Background: an optimization exercise with open tools, aiming at small area. Do not read the settings as production practice.
Only simulation tests tie the RTL to the original design; equivalence was not proved.
Power and IR drop assume default switching activity.

==> flow/design.v <==
package gbn_pkg;
	localparam logic [1:0] CMD_DATA  = 2'd0;
	localparam logic [1:0] CMD_ACK   = 2'd1;
	localparam logic [1:0] CMD_ABORT = 2'd2;
	localparam logic [1:0] CMD_TICK  = 2'd3;
	localparam logic [2:0] KIND_DATA  = 3'd0;
	localparam logic [2:0] KIND_CONF  = 3'd1;
	localparam logic [2:0] KIND_ABORT = 3'd2;
	localparam logic [2:0] KIND_BREAK = 3'd3;
	localparam logic [2:0] KIND_DISC  = 3'd4;
	localparam logic [1:0] REG_CONNECT = 2'd0;
	localparam logic [1:0] REG_RETX    = 2'd1;
	localparam logic [1:0] REG_INACT   = 2'd2;
	localparam logic [15:0] CONNECT_RESET = 16'd5;
	localparam logic [15:0] RETX_RESET    = 16'd5;
	localparam logic [15:0] INACT_RESET   = 16'd10;
endpackage
module gbn_timers (
	input  logic        clk,
	input  logic        arst_n,
	input  logic        start_a,    
	input  logic        start_b,    
	input  logic        inc,        
	input  logic [15:0] lim,        
	output logic        ph,         
	output logic        idle,       
	output logic        fire        
);
	logic [15:0] t0_q, t1_q;
	logic        pa_q, pb_q, ph_q;
	logic        clr;
	logic [16:0] nxt;
	assign ph   = ph_q;
	assign idle = !pa_q && !pb_q;
	assign clr  = ph_q ? pb_q : pa_q;
	assign nxt  = {1'b0, t0_q} + 17'(inc);
	assign fire = nxt >= {1'b0, lim};
	always_ff @(posedge clk) begin
		t0_q <= t1_q;
		t1_q <= clr ? 16'd0 : nxt[15:0];
	end
	always_ff @(posedge clk or negedge arst_n) begin
		if (!arst_n) begin
			ph_q <= 1'b0;
			pa_q <= 1'b0;
			pb_q <= 1'b0;
		end else begin
			ph_q <= !ph_q;
			pa_q <= start_a || (pa_q && ph_q);
			pb_q <= start_b || (pb_q && !ph_q);
		end
	end
endmodule
import gbn_pkg::*;
module go_back_n_sender_top #(
	parameter int WINDOW = 5
) (
	input  logic        clk,
	input  logic        arst_n,
	input  logic        in_valid,
	output logic        in_stall,
	input  logic [1:0]  command,
	input  logic [15:0] seq_num,
	input  logic        end_of_message,
	input  logic [15:0] conn_id,
	input  logic [15:0] dest_address,
	input  logic [15:0] src_address,
	input  logic [9:0]  payload_len,
	input  logic [31:0] payload_word,
	output logic        out_valid,
	input  logic        out_stall,
	output logic [2:0]  kind,
	output logic [15:0] out_seq,
	output logic        out_eom,
	output logic [15:0] out_conn,
	output logic [15:0] out_dest,
	output logic [15:0] out_src,
	output logic [9:0]  out_len,
	output logic [31:0] out_payload,
	output logic        last_of_run,
	input  logic        psel,
	input  logic        penable,
	input  logic        pwrite,
	input  logic [3:0]  paddr,
	input  logic [31:0] pwdata,
	output logic [31:0] prdata,
	output logic        pready
);
	typedef enum logic [3:0] {
		S_IDLE, S_INS, S_TA, S_TB, S_SCAN, S_REL, S_DNEW, S_DCONF, S_RSND,
		S_EABT, S_EDISC, S_ECONF1
	} state_t;
	localparam logic [1:0] M_IDLE = 2'd0, M_AWAIT = 2'd1, M_CONN = 2'd2, M_BREAK = 2'd3;
	logic [106:0] d_q [5];
	logic [2:0]   rk_q [5];
	logic [106:0] in_f;
	logic [106:0] h;
	logic [15:0]  h_seq, h_conn;
	logic [2:0]   h_rk;
	logic         ins;
	logic [2:0]   rk_in;
	state_t      st_q;
	logic [1:0]  mode_q;
	logic [2:0]  cnt_q;
	logic [2:0]  k_q;
	logic [2:0]  sc_q;
	logic        nm_q;
	logic        fa_q;
	logic        arm_q;
	logic [15:0] c_q;
	logic [15:0] f_q;
	logic [15:0] lim_q [3];
	logic        ov_q;
	logic [2:0]  kind_q;
	logic        last_q;
	logic [15:0] o_seq_q, o_conn_q;
	logic [74:0] o_rest_q;
	logic        acc;
	logic        out_free;
	logic        seq_hit;
	logic        at_k;
	logic        busy_conn;
	logic        t_ph, t_idle, t_fire, t_inc, t_sa, t_sb;
	logic [15:0] t_lim;
	gbn_timers u_timers (
		.clk(clk), .arst_n(arst_n), .start_a(t_sa), .start_b(t_sb), .inc(t_inc),
		.lim(t_lim), .ph(t_ph), .idle(t_idle), .fire(t_fire)
	);
	assign t_lim = t_ph ? lim_q[2] : (mode_q == M_AWAIT ? lim_q[0] : lim_q[1]);
	assign pready = 1'b1;
	always_comb begin
		unique case (paddr[3:2])
			REG_CONNECT: prdata = {16'd0, lim_q[0]};
			REG_RETX:    prdata = {16'd0, lim_q[1]};
			REG_INACT:   prdata = {16'd0, lim_q[2]};
			default:     prdata = '0;
		endcase
	end
	always_ff @(posedge clk or negedge arst_n) begin
		if (!arst_n) begin
			lim_q[0] <= CONNECT_RESET;
			lim_q[1] <= RETX_RESET;
			lim_q[2] <= INACT_RESET;
		end else if (psel && penable && pwrite) begin
			unique case (paddr[3:2])
				REG_CONNECT: lim_q[0] <= pwdata[15:0];
				REG_RETX:    lim_q[1] <= pwdata[15:0];
				REG_INACT:   lim_q[2] <= pwdata[15:0];
				default: ;
			endcase
		end
	end
	assign in_f   = {seq_num, conn_id, end_of_message, payload_len, src_address,
		dest_address, payload_word};
	assign h      = d_q[0];
	assign h_seq  = h[106:91];
	assign h_conn = h[90:75];
	assign h_rk   = rk_q[0];
	assign seq_hit = (h_seq == seq_num);
	assign at_k   = (h_rk == k_q);
	assign busy_conn = mode_q[1];
	always_comb begin
		ins   = 1'b0;
		rk_in = h_rk;
		if (st_q == S_INS && h_rk == cnt_q) ins = 1'b1;
		if (st_q == S_REL) begin
			if (h_rk == k_q) begin
				ins   = 1'b1;
				rk_in = 3'd4;
			end else if (h_rk > k_q) begin
				rk_in = h_rk - 3'd1;
			end
		end
	end
	always_ff @(posedge clk) begin
		for (int i = 0; i < 4; i++) d_q[i] <= d_q[i + 1];
		d_q[4] <= ins ? in_f : h;
	end
	always_ff @(posedge clk or negedge arst_n) begin
		if (!arst_n) begin
			for (int i = 0; i < 5; i++) rk_q[i] <= 3'(i);
		end else begin
			for (int i = 0; i < 4; i++) rk_q[i] <= rk_q[i + 1];
			rk_q[4] <= rk_in;
		end
	end
	always_comb begin
		acc = 1'b0;
		unique case (st_q)
			S_IDLE: acc = in_valid && (
				(command == CMD_TICK && (mode_q == M_IDLE || (mode_q == M_AWAIT && !arm_q))) ||
				(command != CMD_TICK && command != CMD_DATA && mode_q == M_IDLE) ||
				(command != CMD_ACK && command != CMD_TICK && mode_q == M_AWAIT) ||
				(command == CMD_ACK && mode_q == M_AWAIT) ||
				(command == CMD_ABORT && busy_conn) ||
				(command == CMD_DATA && mode_q == M_BREAK) ||
				(command == CMD_ACK && mode_q == M_CONN && seq_num == f_q));
			S_INS:  acc = (h_rk == cnt_q);
			S_TA:   acc = !t_ph && t_idle && mode_q == M_AWAIT;
			S_TB:   acc = 1'b1;
			S_SCAN: acc = (cnt_q == '0) || (at_k && !seq_hit && k_q == cnt_q - 3'd1);
			S_REL:  acc = (sc_q == 3'd4);
			default: acc = 1'b0;
		endcase
	end
	assign in_stall = !acc;
	assign out_free = !ov_q || !out_stall;
	always_comb begin
		t_sa  = 1'b0;
		t_sb  = 1'b0;
		t_inc = 1'b0;
		unique case (st_q)
			S_IDLE: begin
				if (acc && command == CMD_ACK && mode_q == M_AWAIT && seq_num == 16'd1) begin
					t_sa = 1'b1; t_sb = 1'b1;
				end
			end
			S_INS: begin
				if (acc) begin
					if (mode_q == M_IDLE) t_sa = 1'b1;
					else begin
						t_sb = 1'b1;
						if (cnt_q == 3'd4) t_sa = 1'b1;
					end
				end
			end
			S_TA: t_inc = !t_ph && t_idle;
			S_TB: begin
				t_inc = 1'b1;
				if (!t_fire && fa_q) t_sa = 1'b1;
			end
			S_SCAN, S_REL: begin
				if (acc) begin
					t_sa = 1'b1;
					t_sb = (mode_q == M_BREAK);
				end
			end
			default: ;
		endcase
	end
	state_t      st_n;
	logic [1:0]  mode_n;
	logic [2:0]  cnt_n, k_n, sc_n;
	logic        ov_n, nm_n, fa_n, arm_n;
	logic [15:0] f_n;
	always_comb begin
		st_n = st_q;
		mode_n = mode_q;
		cnt_n = cnt_q;
		ov_n = ov_q;
		k_n = k_q;
		sc_n = sc_q;
		nm_n = nm_q;
		fa_n = fa_q;
		arm_n = arm_q;
		f_n = f_q;
			if (ov_q && !out_stall) ov_n = 1'b0;
			sc_n = sc_q + 3'd1;
			unique case (st_q)
				S_IDLE: begin
					sc_n  = '0;
					nm_n  = 1'b0;
					k_n   = '0;
					if (in_valid) begin
						if (acc) begin
							if (command == CMD_ACK && mode_q == M_AWAIT) begin
								arm_n = 1'b0;
								if (seq_num == 16'd1) begin
									mode_n = M_CONN;
									st_n   = S_ECONF1;
								end
							end else if (command == CMD_ABORT && busy_conn) begin
								mode_n = M_IDLE; cnt_n = '0;
								st_n   = S_EABT;
							end else if (command == CMD_ACK && busy_conn) begin
								mode_n = M_IDLE; cnt_n = '0;
								st_n   = S_EDISC;
							end
						end else if (command == CMD_TICK) begin
							st_n = S_TA;
						end else if (command == CMD_DATA) begin
							st_n = S_INS;
						end else begin
							st_n = S_SCAN;
						end
					end
				end
				S_INS: begin
					if (acc) begin
						if (mode_q == M_IDLE) begin
							mode_n = M_AWAIT;
							arm_n  = 1'b1;
							f_n    = '0;
							k_n    = '0;
						end else begin
							k_n   = cnt_q;
							cnt_n = cnt_q + 3'd1;
							if (end_of_message) f_n = seq_num;
							if (cnt_q == 3'd4) mode_n = M_BREAK;
						end
						st_n = S_DNEW;
					end
				end
				S_TA: begin
					if (!t_ph && t_idle) begin
						fa_n = t_fire;
						if (mode_q == M_AWAIT) begin
							if (t_fire) begin
								mode_n = M_IDLE; cnt_n = '0;
								st_n   = S_EABT;
							end else begin
								st_n = S_IDLE;
							end
						end else begin
							st_n = S_TB;
						end
					end
				end
				S_TB: begin
					k_n = '0;
					if (t_fire) begin
						mode_n = M_IDLE; cnt_n = '0;
						st_n   = S_EABT;
					end else if (fa_q && cnt_q != '0) begin
						st_n = S_RSND;
					end else begin
						st_n = S_IDLE;
					end
				end
				S_SCAN: begin
					sc_n = '0;
					if (acc) begin
						st_n = S_IDLE;
					end else if (at_k) begin
						if (seq_hit) st_n = S_REL;
						else k_n = k_q + 3'd1;
					end
				end
				S_REL: begin
					if (seq_hit && h_rk == cnt_q - 3'd1) nm_n = 1'b1;
					if (sc_q == 3'd4) begin
						cnt_n = cnt_q - 3'd1;
						if (mode_q == M_BREAK && (nm_q || (seq_hit && h_rk == cnt_q - 3'd1))) begin
							mode_n = M_CONN;
							k_n    = 3'd4;
							st_n   = S_DCONF;
						end else begin
							st_n = S_IDLE;
						end
					end
				end
				S_DNEW, S_DCONF, S_RSND: begin
					if (at_k && out_free) begin
						ov_n = 1'b1;
						if (st_q == S_RSND) begin
							k_n = k_q + 3'd1;
							if (k_q == cnt_q - 3'd1) st_n = S_IDLE;
						end else if (st_q == S_DNEW && mode_q != M_AWAIT) begin
							st_n = S_DCONF;
						end else begin
							st_n = S_IDLE;
						end
					end
				end
				S_EABT, S_EDISC, S_ECONF1: begin
					if (out_free) begin
						ov_n = 1'b1;
						st_n = S_IDLE;
					end
				end
				default: st_n = S_IDLE;
			endcase
	end
	always_ff @(posedge clk or negedge arst_n) begin
		if (!arst_n) begin
			st_q   <= S_IDLE;
			mode_q <= M_IDLE;
			cnt_q  <= '0;
			ov_q   <= 1'b0;
		end else begin
			st_q   <= st_n;
			mode_q <= mode_n;
			cnt_q  <= cnt_n;
			ov_q   <= ov_n;
		end
	end
	always_ff @(posedge clk) begin
		k_q    <= k_n;
		sc_q   <= sc_n;
		nm_q   <= nm_n;
		fa_q   <= fa_n;
		arm_q  <= arm_n;
		f_q    <= f_n;
	end
	always_ff @(posedge clk) begin
		if (acc && (st_q == S_INS || (st_q == S_IDLE &&
			(command == CMD_ACK || (command == CMD_ABORT && busy_conn)))))
			c_q <= conn_id;
	end
	logic ld, ld_data, ld_ring, ld_cring, seq_one;
	assign ld      = ((st_q == S_DNEW || st_q == S_DCONF || st_q == S_RSND) && at_k ||
		st_q == S_EABT || st_q == S_EDISC || st_q == S_ECONF1) && out_free;
	assign ld_data = (st_q == S_DNEW || st_q == S_RSND);
	assign ld_ring = (st_q == S_DNEW || st_q == S_RSND ||
		(st_q == S_DCONF && mode_q != M_BREAK));
	assign seq_one = (st_q == S_ECONF1);
	assign ld_cring = (st_q == S_DNEW || st_q == S_DCONF || st_q == S_RSND);
	logic [74:0] rest_ld, rest_hold;
	assign rest_ld   = {75{ld && ld_data}};
	assign rest_hold = {75{!ld}};
	always_ff @(posedge clk) begin
		o_rest_q <= (h[74:0] & rest_ld) | (o_rest_q & rest_hold);
		o_seq_q  <= (h_seq & {16{ld && ld_ring}}) | (o_seq_q & {16{!ld}}) |
			{15'd0, ld && seq_one};
		o_conn_q <= (h_conn & {16{ld && ld_cring}}) | (c_q & {16{ld && !ld_cring}}) |
			(o_conn_q & {16{!ld}});
		if (ld) begin
			unique case (st_q)
				S_DNEW, S_RSND: kind_q <= KIND_DATA;
				S_DCONF:        kind_q <= (mode_q == M_BREAK) ? KIND_BREAK : KIND_CONF;
				S_EABT:         kind_q <= KIND_ABORT;
				S_EDISC:        kind_q <= KIND_DISC;
				default:        kind_q <= KIND_CONF;
			endcase
			unique case (st_q)
				S_DNEW:  last_q <= (mode_q == M_AWAIT);
				S_RSND:  last_q <= (k_q == cnt_q - 3'd1);
				default: last_q <= 1'b1;
			endcase
		end
	end
	assign out_valid   = ov_q;
	assign kind        = kind_q;
	assign last_of_run = last_q;
	assign out_seq     = o_seq_q;
	assign out_conn    = o_conn_q;
	assign out_eom     = o_rest_q[74];
	assign out_len     = o_rest_q[73:64];
	assign out_src     = o_rest_q[63:48];
	assign out_dest    = o_rest_q[47:32];
	assign out_payload = o_rest_q[31:0];
endmodule
==> flow/flow/run.sh <==
#!/bin/bash
set -euo pipefail
export BUFFER_PORTS_ARGS="-buffer_cell sky130_fd_sc_hd__buf_1"
export CTS_ARGS="-sink_clustering_enable -repair_clock_nets -sink_clustering_size 20 -sink_clustering_max_diameter 60 -buf_list sky130_fd_sc_hd__clkbuf_8 -dont_use_dummy_load"
bash standard.sh > standard.log 2>&1
==> flow/standard.sh <==
#!/bin/bash
# synth_recipe.tcl (not shown) runs the flow's synth.tcl, then flattens the netlist and writes it again
# the make line also repeats each setting of config.mk as NAME=value (left out here)
make -C /OpenROAD-flow-scripts/flow DESIGN_CONFIG=/design/flow/config.mk WORK_HOME=/design/flow/orfs CLKGATE_MAP_FILE= SYNTH_SCRIPT=/design/flow/synth_recipe.tcl "${@:-finish}"
==> flow/config.mk <==
export PLATFORM = sky130hd
export DESIGN_NAME = go_back_n_sender_top
export DESIGN_NICKNAME = go_back_n_sender_top
export VERILOG_FILES = /design/flow/design.v
export SDC_FILE = /design/flow/constraint.sdc
export NUM_CORES = 4
export LEC_CHECK = 0
export CAP_MARGIN = 20
export CORE_MARGIN = 2
export CORE_UTILIZATION = 70
export CTS_BUF_LIST = sky130_fd_sc_hd__clkbuf_8
export CTS_CLUSTER_DIAMETER = 60
export CTS_CLUSTER_SIZE = 16
export SLEW_MARGIN = 20
==> flow/constraint.sdc <==
create_clock -name core_clock -period 5.0 [get_ports {clk}]
set_input_delay 1.0000 -clock core_clock [delete_from_list [all_inputs] [get_ports {clk}]]
set_output_delay 1.0000 -clock core_clock [all_outputs]
set_load 0.01 [all_outputs]
==> metrics.cfg, run 1 <==
[outcome]
status = complete, no violations

[timing]
setup_viol = 0
fin_crit_ps = 4420
finalHoldViolations = 0
layout_setup_ws_ps = 580
worst_clock_skew_ps = 65.9
tns_ps = 0
drv_slew = 0
rsz0062_at_grt = false
fmax_mhz = 226
relSlewSlack_pct = 34.9
final_min_period_over_clock_period_pct = 88.4
tightest_slew_ps = 977

[job]
drv_cap = 0

[synthesis]
synth-main-ff-cell = dfxtp_1
syn_inst = 1838
synth_edf_count = 42
yosysTopAreaCellShare_pct = 57.2
syn_area_sq_um = 23700
ys_types = 72
synth_top_area_cell = dfxtp_1
avgSynthCellArea_sq_um = 12.9
ys_seq_area_share_pct = 70.6
async_flop_share_pct = 9.56
ys_ff_latch = 795
synth_warnings = 5
ys_top_cells_by_area = dfxtp_1, mux2_2, dfrtp_1

[route]
wirelength_um = 44000
drt_iter0_markers = 658
drt_pass1_iterations = 5
drtAntennaViolNets = 0
routedWlPerCell_um = 17.3
vias = 13600
drc = 0
viasPerCell = 5.32

[cts]
clk_path_buf_depth = 3
h-tree-depth = 2
ctsHoldBuffers = 0
cts.clk_slew.worst_paths_ps = 110
worstSkewPairLatency_ps = 620
cts_setup_buffers = 0
cts_tree = built
cts.sinks = 795
cts_buffers = 47
cts_resized = 0
clockRootBuffer = clkbuf_8

[global_routing]
grt_overflow = 0
grt_max_degree = 77
grt_pass1_wl_um = 70500
antenna_found_initial = 4
grt_usage_pct = 24.9
grt_pass1_vias = 13800

[power_and_ir_drop]
power.leakage_uw = 0.0107
peakVddDrop_uv = 412
p_per_area_nw_per_um2 = 603

[layout]
nNetsFinal = 2280
final_cell_mix = dfxtp_1, buf_1, nand2_1
stdcell_count = 2545
drive_gt1_share_pct = 12.6
mostFrequentLayoutCell = dfxtp_1
area_delta_synth_final_pct = 8.55
fillers = 2179

[placement]
pre_cts_ws_ps = 566
dpl.hpwl_um = 29400
gp_congestion = 0.922
dp_cells = 2494
io_buffers = 262

[floorplanning]
start_util_pct = 70.9
fp-row-count = 67
die_area_sq_um = 35400
die_x_um = 188
fp.dieH_um = 188
io_pins = 298
core_area_sq_um = 33400

[worst_hold_path]
hold_class = reg -> reg
hold_start = d_q[4][74]

[setup_path]
critPathCapture = st_q[0]
reg2reg_from = st_q[2]
r2r-end = st_q[0]
cp.arrival_ps = 4920
endpoint_kind = flop
crit_path_start_kind = flop
regToRegSetupSlack_ps = 580
r2r_cells = 17
critPathKind = reg -> reg
crit_path_start = st_q[2]
critPathRequiredTime_ps = 5500
path_max_fanout = 12

## registers in the layout (all words and copies together) (netlist names), 2 cells and up
| register | flops |
|---|---|
| o_conn_q | 16 |
| mode_q | 2 |
| o_rest_q | 75 |
| d_q | 535 |
| u_timers.t1_q | 16 |
| c_q | 16 |
| lim_q | 48 |
| o_seq_q | 16 |
| k_q | 3 |
| st_q | 4 |
| u_timers.t0_q | 16 |
| rk_q | 15 |
| kind_q | 3 |
| cnt_q | 3 |
| sc_q | 3 |
| f_q | 16 |
## cell usage after synthesis, types with 6 or more instances
cell type  instances
a22o_1            16
dfstp_2           11
inv_1             20
o21ai_0           48
buf_2             18
nor2b_1           38
a31oi_1            6
dfxtp_1          677
nor2_1            53
nand4_1           14
mux2i_1           51
mux2_2           158
edfxtp_1          42
buf_4             19
nor3_1            12
buf_1             15
ha_1              33
nor4_1            11
clkbuf_1          36
nand3_1           87
a21oi_1           43
dfrtp_1           65
xor2_1            33
nand2_1          228
xnor2_1           24
## layout make-up
cell class                 count  area, sq um  share of cell area [%]
timing repair buffer         284         1160                    4.53
sequential                   795        16700                    65.0
tap                          448          561                    2.18
inverter                      23         86.3                   0.336
antenna                        4         10.0                  0.0389
clock buffer                  47          647                    2.51
multi-input combinational    944         6530                    25.4
## metrics by stage
stage          hold slack (ps)  area [sq um]  total power (uW)  util (%)
2_1_floorplan              310         23800             11900         -
3_3_place_gp               310         25100             12900      75.0
3_5_place_dp               312         25100             13100      75.0
4_1_cts                    296         25700             15600      76.9
5_1_grt                    294         25700             16300      76.9
6_report                   296         25700             15500      76.9
## per-layer routing
layer	wire length, um	global-route usage [%]	share of wire, %
met5	13	0	0.030
met4	1220	8.06	2.8
met3	2730	5.20	6.2
met2	20500	40.8	47
met1	19600	33.6	44
## cells by family after synthesis
family | after synthesis | share of synthesized area [%]
xor gates and xnor gates | 59 | 2.24
and+or+nand+nor | 470 | 9.13
buffers and inverters | 114 | 2.27
muxes | 211 | 9.79
adders and majority gates | 33 | 1.74
DFF | 795 | 70.6
other | 2 | 0.0317
AOI/OAI and AO/OA | 154 | 4.22
## power breakdown
| group | total, uW | switching, uW | internal, uW |
|---|---|---|---|
| clock | 2570 | 1720 | 851 |
| combinational | 3380 | 1950 | 1430 |
| sequential | 9560 | 860 | 8700 |
## critical path, stage by stage, from the launching register on
cell	delay [ps]
dfrtp_1	530
nor2_4	270
nand2_1	150
nor2_1	160
ha_1	190
nand4_1	250
nor2_1	180
nand2_1	120
xnor2_1	170
ha_1	330
a21oi_1	180
o21ai_0	120
a2111oi_0	430
a21oi_1	110
o21ai_0	180
o211ai_1	270
a311o_1	440
mux2_4	270
## how the worst min path moves through the flow
stage                            end  cells past startpoint
after floorplan            d_q[0][0]                      0
after global placement    d_q[3][10]                      0
after detailed placement  d_q[0][96]                      0
after CTS                  d_q[2][1]                      0
after global routing      d_q[3][74]                      0
final                     d_q[3][74]                      0
==> run 2: changes to the inputs <==
==> flow/flow/run.sh (replaced) <==
#!/bin/bash
set -euo pipefail
export BUFFER_PORTS_ARGS="-buffer_cell sky130_fd_sc_hd__buf_1"
bash standard.sh > standard.log 2>&1
==> metrics.cfg, run 2 <==
[setup_path]
critPathKind = reg -> reg
cp.arrival_ps = 4990  ; +70 ps
critPathRequiredTime_ps = 5540  ; +40 ps
max_stage_delay_ps = 540  ; about the same
crit_chain = nor2_4, nand2_1, nor2_1, ha_1, nand4_1, nor2_1, nand2_1, xnor2_1, ha_1, a21oi_1, o21ai_0, a2111oi_0, a21oi_1, o21ai_0, o211ai_1, a311o_1, mux2_4
endpoint_kind = flop
crit_path_start_kind = flop
crit_slowest_cell = dfrtp_1
path_max_fanout = 12  ; unchanged

[global_routing]
busiest_layer = met2
antenna_found_initial = 4  ; unchanged
grt_max_degree = 77  ; unchanged
grt_overflow = 0  ; unchanged
grt_pass1_wl_um = 71800  ; +1.8%
grt_usage_pct = 25.5  ; +0.56 points
met1_usage_pct = 34.7  ; +1.1 points
gr-usage-met3_pct = 4.62  ; -0.58 points
grt_pass1_vias = 13900  ; +0.70%
grtUsageMet2_pct = 41.2  ; +0.41 points

[floorplanning]
fp.dieH_um = 188  ; unchanged
core_area_sq_um = 33400  ; unchanged
die_area_sq_um = 35400  ; unchanged
fp-row-count = 67  ; unchanged
io_pins = 298  ; unchanged
start_util_pct = 70.9  ; unchanged
die_x_um = 188  ; unchanged

[cts]
h-tree-depth = 2  ; unchanged
cts_buffers = 56  ; +19%
clk_path_buf_depth = 3  ; unchanged
cts_resized = 0  ; unchanged
cts.sinks = 795  ; unchanged
worstSkewPairLatency_ps = 640  ; +20 ps
ctsHoldBuffers = 0  ; unchanged
clockRootBuffer = clkbuf_8
cts_setup_buffers = 0  ; unchanged
cts.clk_slew.worst_paths_ps = 100  ; about the same
cts_tree = built

[layout]
regMostFlops = d_q
final_cell_mix = dfxtp_1, buf_1, nand2_1
nNetsFinal = 2289  ; +0.39%
largest_reg_flops = 535  ; unchanged
top_regs = d_q x535, o_rest_q x75, lim_q x48
mostFrequentLayoutCell = dfxtp_1
fillers = 2123  ; -2.6%
drive_gt1_share_pct = 13.2  ; +0.62 points
stdcell_count = 2577  ; +1.3%
area_delta_synth_final_pct = 9.83
stdcell_area_sq_um = 26000  ; +1.2%

[synthesis]
ys_top_cells_by_area = dfxtp_1, mux2_2, dfrtp_1
synth_warnings = 5  ; unchanged
ys_types = 72  ; unchanged
synth_top_area_cell = dfxtp_1
yosysTopAreaCellShare_pct = 57.2  ; unchanged
yosysMostFrequentCell = dfxtp_1
avgSynthCellArea_sq_um = 12.9  ; unchanged
netlist_top_cells_count = dfxtp_1, nand2_1, mux2_2
ys_ff_latch = 795  ; unchanged
syn_inst = 1838  ; unchanged
async_flop_share_pct = 9.56  ; unchanged
ys_seq_area_share_pct = 70.6  ; unchanged
synth-main-ff-cell = dfxtp_1
synth_edf_count = 42  ; unchanged
syn_area_sq_um = 23700  ; unchanged

[worst_hold_path]
hold_class = reg -> reg

[timing]
final_min_period_over_clock_period_pct = 89.0  ; +0.61 points
setup_viol = 0  ; unchanged
drv_slew = 0  ; unchanged
rsz0062_at_grt = false
finalHoldViolations = 0  ; unchanged
fmax_mhz = 225  ; -0.68%
worst_clock_skew_ps = 26.1  ; -39.8 ps
tightest_slew_ps = 971  ; -6.05 ps
tns_ps = 0  ; unchanged
layout_setup_ws_ps = 550  ; -30.4 ps
fin_crit_ps = 4450  ; +30.4 ps
relSlewSlack_pct = 35.3  ; +0.40 points

[placement]
io_buffers = 262  ; unchanged
post_dp_cell_area_sq_um = 25100  ; unchanged
gp_congestion = 0.922  ; unchanged
dpl.hpwl_um = 29400  ; unchanged
dp_cells = 2494  ; unchanged
pre_cts_ws_ps = 566  ; unchanged

[route]
drt_pass1_iterations = 5  ; unchanged
drt_iter0_markers = 757  ; +15%
vias = 13700  ; +1.4%
wirelength_um = 44700  ; +1.5%
viasPerCell = 5.33  ; about the same
drtAntennaViolNets = 0  ; unchanged
routedWlPerCell_um = 17.3  ; +0.23%
drc = 0  ; unchanged

[job]
drv_cap = 0  ; unchanged

[power_and_ir_drop]
p_per_area_nw_per_um2 = 613  ; +1.8%
power.leakage_uw = 0.0109  ; +1.9%
peakVddDrop_uv = 414  ; +0.37%

[outcome]
status = complete, no violations

run 2: changes by cell type in the layout (fill, tap and decap cells not counted), sizes merged:
cell	before	now
clkbuf	47	58
inv	22	39
diode	4	5
bufinv	0	2
clkinv	1	2
run 2: worst max-delay path, delay by kind of cell (launching register included):
| kind | cells | cell delay, ps |
|---|---|---|
| adders and majority gates | 2 | 520 |
| xor gates and xnor gates | 1 | 170 |
| and+or+nand+nor | 6 | 1120 |
| AOI/OAI and AO/OA | 7 | 1720 |
| muxes | 1 | 270 |
| DFF | 1 | 540 |
run 2: power breakdown:
group          internal [uW]  switching [uW]
combinational           1430            1960
clock                   1170            1830
sequential              8710             868
total                  11300            4660
run 2: layout make-up:
cell class              instances  area [sq um]  area share (%)
flip-flops and latches        795         16700            64.3
multi-input cells             944          6530            25.1
clock inverters                20           150           0.577
clock buffers                  58           798            3.07
inverters                      23          86.3           0.332
well taps                     448           561            2.15
repair buffers                284          1160            4.47
diodes                          5          12.5          0.0481
run 2: path summary, 6_finish.rpt:
path / from / to / slack (ps) / cells past startpoint
setup / recovery: st_q[2] / st_q[0] / 550 / 17
hold reg to reg: d_q[1][79] / d_q[0][79] / 320 / 0
hold / removal: d_q[1][79] / d_q[0][79] / 320 / 0
min in group asynchronous: arst_n / st_q[2] / 520 / 1
setup reg to reg: st_q[2] / st_q[0] / 550 / 17
max in group asynchronous: arst_n / lim_q[0][12] / 3860 / 1
run 2: layer usage:
| layer | share of wire (%) | vias up |
|---|---|---|
| li1 | - | 6671 |
| met1 | 44 | 6591 |
| met2 | 47 | 383 |
| met3 | 5.7 | 90 |
| met4 | 3.1 | 0 |
| met5 | 0 | - |
run 2: metrics by stage:
step                utilization, %  hold slack, ps  total power (uW)
CTS                           77.8             325             16100
floorplan                        -             310             11900
detailed placement            75.0             312             13100
finish                        77.8             324             16000
global route                  77.8             326             16800
global placement              75.0             310             12900
run 2: cell families (layout without fill, tap and decap cells):
logic type / Yosys count / after routing / synth area share [%]
buffers and inverters: 114 / 385 / 2.27
AO/OA/AOI/OAI: 154 / 154 / 4.22
AND/OR/NAND/NOR: 470 / 470 / 9.13
XOR/XNOR: 59 / 59 / 2.24
adder cells (fa/ha/maj): 33 / 33 / 1.74
multiplexers: 211 / 211 / 9.79
other: 2 / 22 / 0.0317
flip-flops: 795 / 795 / 70.6

## afterwards: timing with drivers on the ports
No port has a modelled driver above. Below, the same layouts with a new extraction and two added sets of constraints. Step 1 (the two cells are an assumption about what drives the block):
set clk [get_ports {clk}]
set_driving_cell -lib_cell sky130_fd_sc_hd__clkbuf_16 $clk
set_driving_cell -lib_cell sky130_fd_sc_hd__buf_2 [delete_from_list [all_inputs] $clk]
Step 2 times the ports against the registers' clock, not the clock port: input delays grow and output delays shrink by t, the midpoint of the rising clock arrivals with the driver on. a / b / c = ideal / step 1 / step 2; a / b = the first two.
| run | shift t [ns] | setup WS [ns] | worst register clock-pin slew, ns | worst slew at a driven data input, ns |
|---|---|---|---|---|
| run 1 | 0.642 | 0.580 / 0.580 / 0.580 | 0.11 / 0.11 | 0.09 |
| run 2 | 0.681 | 0.550 / 0.550 / 0.550 | 0.10 / 0.10 | 0.09 |
After both steps setup and hold are still met in every run listed.
